This is an optimization exercise on Yosys and OpenROAD, whose aim is small area, a short achievable clock period and few clock cycles per item, not a production implementation.
RTL that was checked went through simulation tests only; none was proved equivalent to the original.

==> exp/harbor <==
==> flow/design.v (excerpt) <==
module queenSolver (
	input  wire logic            clk,
	input  wire logic            rst_n,
	input  wire logic            inValid,
	input  wire queenPkg::coordT row,
	input  wire queenPkg::coordT col,
	output logic                 outValid,
	output queenPkg::coordT      out
);
==> module queenSolver, before the edit <==
module queenSolver (
	input  wire logic            clk,
	input  wire logic            rst_n,
	input  wire logic            inValid,
	input  wire queenPkg::coordT row,
	input  wire queenPkg::coordT col,
	output logic                 outValid,
	output queenPkg::coordT      out
);
	localparam int N = queenPkg::BoardSize;
	localparam bit Lookahead = 1'b1;
	queenPkg::solverStateT state;
	queenPkg::coordT q [N];
	queenPkg::maskT occ;
	queenPkg::maskT preset;
	queenPkg::maskT flag;
	queenPkg::coordT lb;
	queenPkg::coordT outCol;
	queenPkg::maskT qd [N];
	queenPkg::maskT rowAtk;
	queenPkg::diagT riseAtk;
	queenPkg::diagT fallAtk;
	always_comb begin
		for (int c = 0; c < N; c++) begin
			for (int r = 0; r < N; r++) begin
				qd[c][r] = occ[c] && (q[c] == queenPkg::coordT'(r));
			end
		end
		rowAtk = '0;
		riseAtk = '0;
		fallAtk = '0;
		for (int r = 0; r < N; r++) begin
			for (int c = 0; c < N; c++) begin
				rowAtk[r] = rowAtk[r] | qd[c][r];
				riseAtk[r + c] = riseAtk[r + c] | qd[c][r];
				fallAtk[r - c + N - 1] = fallAtk[r - c + N - 1] | qd[c][r];
			end
		end
	end
	queenPkg::maskT curOH;
	queenPkg::maskT nxtOH;
	logic fullOcc;
	logic lastCol;
	always_comb begin
		curOH = '0;
		nxtOH = '0;
		for (int c = N - 1; c >= 0; c--) begin
			if (!occ[c]) begin
				nxtOH = curOH;
				curOH = '0;
				curOH[c] = 1'b1;
			end
		end
	end
	assign fullOcc = &occ;
	assign lastCol = ~|nxtOH;
	function automatic queenPkg::maskT safeRows(input queenPkg::maskT sel,
		input queenPkg::maskT ra, input queenPkg::diagT rs, input queenPkg::diagT fa);
		queenPkg::maskT atk;
		atk = ra;
		for (int c = 0; c < N; c++) begin
			for (int r = 0; r < N; r++) begin
				atk[r] = atk[r] | (sel[c] & (rs[r + c] | fa[r - c + N - 1]));
			end
		end
		safeRows = ~atk;
	endfunction
	queenPkg::maskT freeCur;
	queenPkg::maskT freeNxt;
	queenPkg::maskT distOH;
	queenPkg::maskT laOk;
	queenPkg::maskT avail;
	queenPkg::maskT pick;
	queenPkg::coordT newRow;
	logic found;
	logic multi;
	assign freeCur = safeRows(curOH, rowAtk, riseAtk, fallAtk);
	assign freeNxt = safeRows(nxtOH, rowAtk, riseAtk, fallAtk);
	always_comb begin
		distOH = '0;
		for (int c = 0; c < N; c++) begin
			for (int d = 1; d < N - c; d++) begin
				distOH[d] = distOH[d] | (curOH[c] & nxtOH[c + d]);
			end
		end
	end
	always_comb begin
		for (int r = 0; r < N; r++) begin
			laOk[r] = lastCol | !Lookahead;
			for (int s = 0; s < N; s++) begin
				if (s != r) begin
					laOk[r] = laOk[r] | (freeNxt[s] & !distOH[(s > r) ? (s - r) : (r - s)]);
				end
			end
		end
	end
	always_comb begin
		for (int r = 0; r < N; r++) begin
			avail[r] = freeCur[r] & laOk[r] & (queenPkg::coordT'(r) >= lb);
		end
	end
	always_comb begin
		pick = '0;
		newRow = '0;
		for (int r = N - 1; r >= 0; r--) begin
			if (avail[r]) begin
				pick = '0;
				pick[r] = 1'b1;
				newRow = queenPkg::coordT'(r);
			end
		end
	end
	assign found = |avail;
	assign multi = |(avail & ~pick);
	queenPkg::maskT backOH;
	queenPkg::maskT belowBack;
	queenPkg::coordT backRow;
	always_comb begin
		backOH = '0;
		for (int c = 0; c < N; c++) begin
			if (flag[c]) begin
				backOH = '0;
				backOH[c] = 1'b1;
			end
		end
		belowBack = '0;
		for (int c = N - 2; c >= 0; c--) begin
			belowBack[c] = belowBack[c + 1] | backOH[c + 1];
		end
		backRow = '0;
		for (int c = 0; c < N; c++) begin
			backRow = backRow | (backOH[c] ? q[c] : '0);
		end
	end
	logic step;
	logic load;
	queenPkg::maskT colOH;
	assign load = inValid && (state == queenPkg::sIdle || state == queenPkg::sLoad);
	assign step = (state == queenPkg::sSearch) || (state == queenPkg::sLoad && !inValid);
	always_comb begin
		colOH = '0;
		for (int c = 0; c < N; c++) begin
			colOH[c] = (col == queenPkg::coordT'(c));
		end
	end
	always_ff @(posedge clk or negedge rst_n) begin
		if (!rst_n) begin
			state <= queenPkg::sIdle;
			outValid <= 1'b0;
			outCol <= '0;
		end else begin
			case (state)
				queenPkg::sIdle: begin
					if (inValid) state <= queenPkg::sLoad;
				end
				queenPkg::sLoad, queenPkg::sSearch: begin
					if (step) begin
						if (lastCol && (found || fullOcc)) begin
							state <= queenPkg::sOut;
							outValid <= 1'b1;
						end else begin
							state <= queenPkg::sSearch;
						end
					end
				end
				default: begin
					if (outCol == queenPkg::coordT'(N - 1)) begin
						state <= queenPkg::sIdle;
						outValid <= 1'b0;
						outCol <= '0;
					end else begin
						outCol <= outCol + queenPkg::coordT'(1);
					end
				end
			endcase
		end
	end
	always_ff @(posedge clk) begin
		if (state == queenPkg::sIdle) begin
			occ <= '0;
			preset <= '0;
			flag <= '0;
			lb <= '0;
		end
		if (load) begin
			occ <= ((state == queenPkg::sIdle) ? '0 : occ) | colOH;
			preset <= ((state == queenPkg::sIdle) ? '0 : preset) | colOH;
			for (int c = 0; c < N; c++) begin
				if (colOH[c]) q[c] <= row;
			end
		end
		if (step) begin
			if (found) begin
				occ <= occ | curOH;
				flag <= (flag & ~curOH) | (multi ? curOH : '0);
				lb <= '0;
				for (int c = 0; c < N; c++) begin
					if (curOH[c]) q[c] <= newRow;
				end
			end else begin
				occ <= occ & (preset | belowBack);
				flag <= flag & belowBack;
				lb <= backRow + queenPkg::coordT'(1);
			end
		end
	end
	always_comb begin
		out = '0;
		for (int c = 0; c < N; c++) begin
			if (outValid && outCol == queenPkg::coordT'(c)) out = q[c];
		end
	end
endmodule
make LEC_CHECK=0 CAP_MARGIN=20 CORE_MARGIN=2 CORE_UTILIZATION=40 SLEW_MARGIN=20 finish   # period 9.0 ns
run.sh (not shown) runs the stock make flow with config.mk's settings and CLKGATE_MAP_FILE= SYNTH_SCRIPT=/design/flow/synth_recipe.tcl, a recipe that flattens the netlist after the stock synthesis.
==> exp/sierra: changes against exp/harbor <==
==> flow/design.v (replaced) <==
`default_nettype none
package queenPkg;
	localparam int BoardSize = 12;
	typedef logic [3:0] coordT;
	typedef logic [BoardSize-1:0] maskT;
	typedef logic [2*BoardSize-2:0] diagT;
	typedef enum logic [1:0] {
		sIdle,
		sLoad,
		sSearch,
		sOut
	} solverStateT;
endpackage
`default_nettype wire
`default_nettype none
module queenSolver (
	input  wire logic            clk,
	input  wire logic            rst_n,
	input  wire logic            inValid,
	input  wire queenPkg::coordT row,
	input  wire queenPkg::coordT col,
	output logic                 outValid,
	output queenPkg::coordT      out
);
	localparam int N = queenPkg::BoardSize;
	localparam int Ahead = 3;
	queenPkg::solverStateT state;
	queenPkg::coordT q [N];
	queenPkg::maskT preset;
	queenPkg::maskT below;
	queenPkg::maskT flag;
	logic retry;
	queenPkg::maskT occ;
	queenPkg::maskT curOH;
	assign occ = preset | below;
	always_comb begin
		for (int c = 0; c < N; c++) begin
			curOH[c] = !below[c] && (c == 0 || below[c - 1]);
		end
	end
	queenPkg::maskT qd [N];
	queenPkg::maskT rowAtk;
	queenPkg::diagT riseAtk;
	queenPkg::diagT fallAtk;
	always_comb begin
		for (int c = 0; c < N; c++) begin
			for (int r = 0; r < N; r++) begin
				qd[c][r] = occ[c] && (q[c] == queenPkg::coordT'(r));
			end
		end
		rowAtk = '0;
		riseAtk = '0;
		fallAtk = '0;
		for (int r = 0; r < N; r++) begin
			for (int c = 0; c < N; c++) begin
				rowAtk[r] = rowAtk[r] | qd[c][r];
				riseAtk[r + c] = riseAtk[r + c] | qd[c][r];
				fallAtk[r - c + N - 1] = fallAtk[r - c + N - 1] | qd[c][r];
			end
		end
	end
	logic [N+Ahead-1:0] riseW;
	logic [N+Ahead-1:0] fallW;
	always_comb begin
		riseW = '0;
		fallW = '0;
		for (int c = 0; c < N; c++) begin
			for (int j = 0; j < N + Ahead; j++) begin
				if (j + c <= 2 * N - 2) begin
					riseW[j] = riseW[j] | (curOH[c] & riseAtk[j + c]);
				end
				if (j - Ahead - c + N - 1 >= 0) begin
					fallW[j] = fallW[j] | (curOH[c] & fallAtk[j - Ahead - c + N - 1]);
				end
			end
		end
	end
	queenPkg::coordT curRow;
	always_comb begin
		curRow = '0;
		for (int c = 0; c < N; c++) begin
			curRow = curRow | (curOH[c] ? q[c] : '0);
		end
	end
	queenPkg::maskT free [Ahead + 1];
	queenPkg::maskT laOk;
	queenPkg::maskT avail;
	queenPkg::maskT pick;
	queenPkg::coordT newRow;
	logic [Ahead:0] checkCol;
	logic curOcc;
	logic found;
	logic multi;
	always_comb begin
		for (int d = 0; d <= Ahead; d++) begin
			for (int r = 0; r < N; r++) begin
				free[d][r] = !(rowAtk[r] | riseW[r + d] | fallW[r - d + Ahead]);
			end
		end
	end
	always_comb begin
		checkCol = '0;
		for (int d = 1; d <= Ahead; d++) begin
			for (int c = 0; c + d < N; c++) begin
				checkCol[d] = checkCol[d] | (curOH[c] & !preset[c + d]);
			end
		end
	end
	always_comb begin
		laOk = '1;
		for (int d = 1; d <= Ahead; d++) begin
			for (int r = 0; r < N; r++) begin
				laOk[r] = laOk[r] & (!checkCol[d]
					| (|(free[d] & ~((queenPkg::maskT'(1) << r)
						| (queenPkg::maskT'(1) << (r + d))
						| ((r >= d) ? (queenPkg::maskT'(1) << (r - d)) : '0)))));
			end
		end
	end
	assign curOcc = |(preset & curOH);
	always_comb begin
		for (int r = 0; r < N; r++) begin
			avail[r] = free[0][r] & laOk[r] & !curOcc
				& (!retry || queenPkg::coordT'(r) > curRow);
		end
	end
	always_comb begin
		pick = '0;
		newRow = '0;
		for (int r = N - 1; r >= 0; r--) begin
			if (avail[r]) begin
				pick = '0;
				pick[r] = 1'b1;
				newRow = queenPkg::coordT'(r);
			end
		end
	end
	assign found = |avail;
	assign multi = |(avail & ~pick);
	queenPkg::maskT belowNxt;
	logic lastCol;
	always_comb begin
		belowNxt[0] = below[0] | curOH[0];
		for (int c = 1; c < N; c++) begin
			belowNxt[c] = below[c] | curOH[c] | (belowNxt[c - 1] & preset[c]);
		end
	end
	assign lastCol = &(occ | curOH);
	queenPkg::maskT belowBack;
	logic noFlag;
	always_comb begin
		belowBack = '0;
		for (int c = N - 2; c >= 0; c--) begin
			belowBack[c] = belowBack[c + 1] | flag[c + 1];
		end
	end
	assign noFlag = ~|flag;
	logic step;
	logic load;
	logic idle;
	logic done;
	queenPkg::maskT colOH;
	queenPkg::maskT wsel;
	queenPkg::coordT wdata;
	assign idle = (state == queenPkg::sIdle);
	assign load = inValid && (idle || state == queenPkg::sLoad);
	assign step = (state == queenPkg::sSearch) || (state == queenPkg::sLoad && !inValid);
	assign done = lastCol && (found || curOcc);
	always_comb begin
		colOH = '0;
		for (int c = 0; c < N; c++) begin
			colOH[c] = (col == queenPkg::coordT'(c));
		end
	end
	assign wsel = load ? colOH : ((step && !curOcc) ? curOH : '0);
	assign wdata = load ? row : newRow;
	always_ff @(posedge clk or negedge rst_n) begin
		if (!rst_n) begin
			state <= queenPkg::sIdle;
			outValid <= 1'b0;
		end else begin
			case (state)
				queenPkg::sIdle: begin
					if (inValid) state <= queenPkg::sLoad;
				end
				queenPkg::sLoad, queenPkg::sSearch: begin
					if (step) begin
						if (done) begin
							state <= queenPkg::sOut;
							outValid <= 1'b1;
						end else begin
							state <= queenPkg::sSearch;
						end
					end
				end
				default: begin
					if (curOH[N - 1]) begin
						state <= queenPkg::sIdle;
						outValid <= 1'b0;
					end
				end
			endcase
		end
	end
	always_ff @(posedge clk) begin
		for (int c = 0; c < N; c++) begin
			if (wsel[c]) q[c] <= wdata;
		end
		if (idle) begin
			flag <= '0;
			retry <= 1'b0;
			below <= '0;
			preset <= load ? colOH : '0;
		end else if (load) begin
			preset <= preset | colOH;
		end
		if (step) begin
			if (done) begin
				below <= '0;
			end else if (found || noFlag) begin
				below <= belowNxt;
			end else begin
				below <= belowBack;
			end
			if (found) begin
				flag <= flag | (multi ? curOH : '0);
				retry <= 1'b0;
			end else if (!noFlag) begin
				flag <= flag & belowBack;
				retry <= 1'b1;
			end
		end
		if (state == queenPkg::sOut) begin
			below <= {below[N-2:0], 1'b1};
		end
	end
	assign out = outValid ? curRow : '0;
endmodule
`default_nettype wire
Settings changed: CORE_UTILIZATION 40 to 50, SETUP_SLACK_MARGIN set to 3.5.
==> comparison table <==
quantity                                                          exp/sierra    exp/harbor
Share of the clock period used by the worst path                       61.2%         79.9%
Delay of the slowest critical-path stage                             0.68 ns       0.93 ns
Placement Rows                                                            54            66
Met2 wire length                                                    23200 um      31400 um
Seq/Total Area, Yosys                                                  22.3%         16.1%
Fraction of area in registers                                          18.9%         15.3%
Number of stages on the worst hold path                                    1             2
Number of cells on the critical path                                      15            16
Crit path launch                                                   preset[3]        occ[5]
Worst hold path startpoint                                           flag[4]     preset[8]
Initial DRC Count                                                       3453          3334
Number of gates resized after CTS                                         49             0
Outcome                                     no timing/DRC/antenna violations  no timing/DRC/antenna violations
Worst Tran Pin Value                                                 1.19 ns       1.32 ns
Routed length on met1                                               21100 um      29700 um
Multiplexer share of the synthesized area                             0.729%         2.65%
Clock latency reported for the late side of the worst-skew pair      0.34 ns       0.35 ns
Number of placed cells counting well taps                               1629          2320
Antenna violations before repair                                           0             1
Testbench counts of exp/sierra, summed over its fixed seeds: cycles 102,449, puzzles 1,280.
Only the layout flow was run in exp/harbor; the RTL was not checked for function there.

## re-timing with driven ports
In the flow no input, the clock included, has a driving cell. The finished layouts below were timed again as built, in two steps.
Step 1 sets driving cells, clkbuf_16 on the clock port and buf_2 on the other inputs (assumed; they add their load-dependent delay and slew).
Step 2 times the ports against the registers' clock, not the clock port: input delays grow and output delays shrink by t, the midpoint of the rising clock arrivals with the driver on.
Three values: no drivers, after step 1, after step 2; two values: the first two.
| run | shift t [ns] | setup slack, ns | worst setup path at the end | worst register clock-pin slew, ns |
|---|---|---|---|---|
| exp/harbor | 0.407 | 1.807 / 1.807 / 1.807 | register to register | 0.07 / 0.07 |
| exp/sierra | 0.371 | 3.489 / 3.489 / 3.489 | register to register | 0.07 / 0.07 |
After both steps every run listed still meets setup and hold.
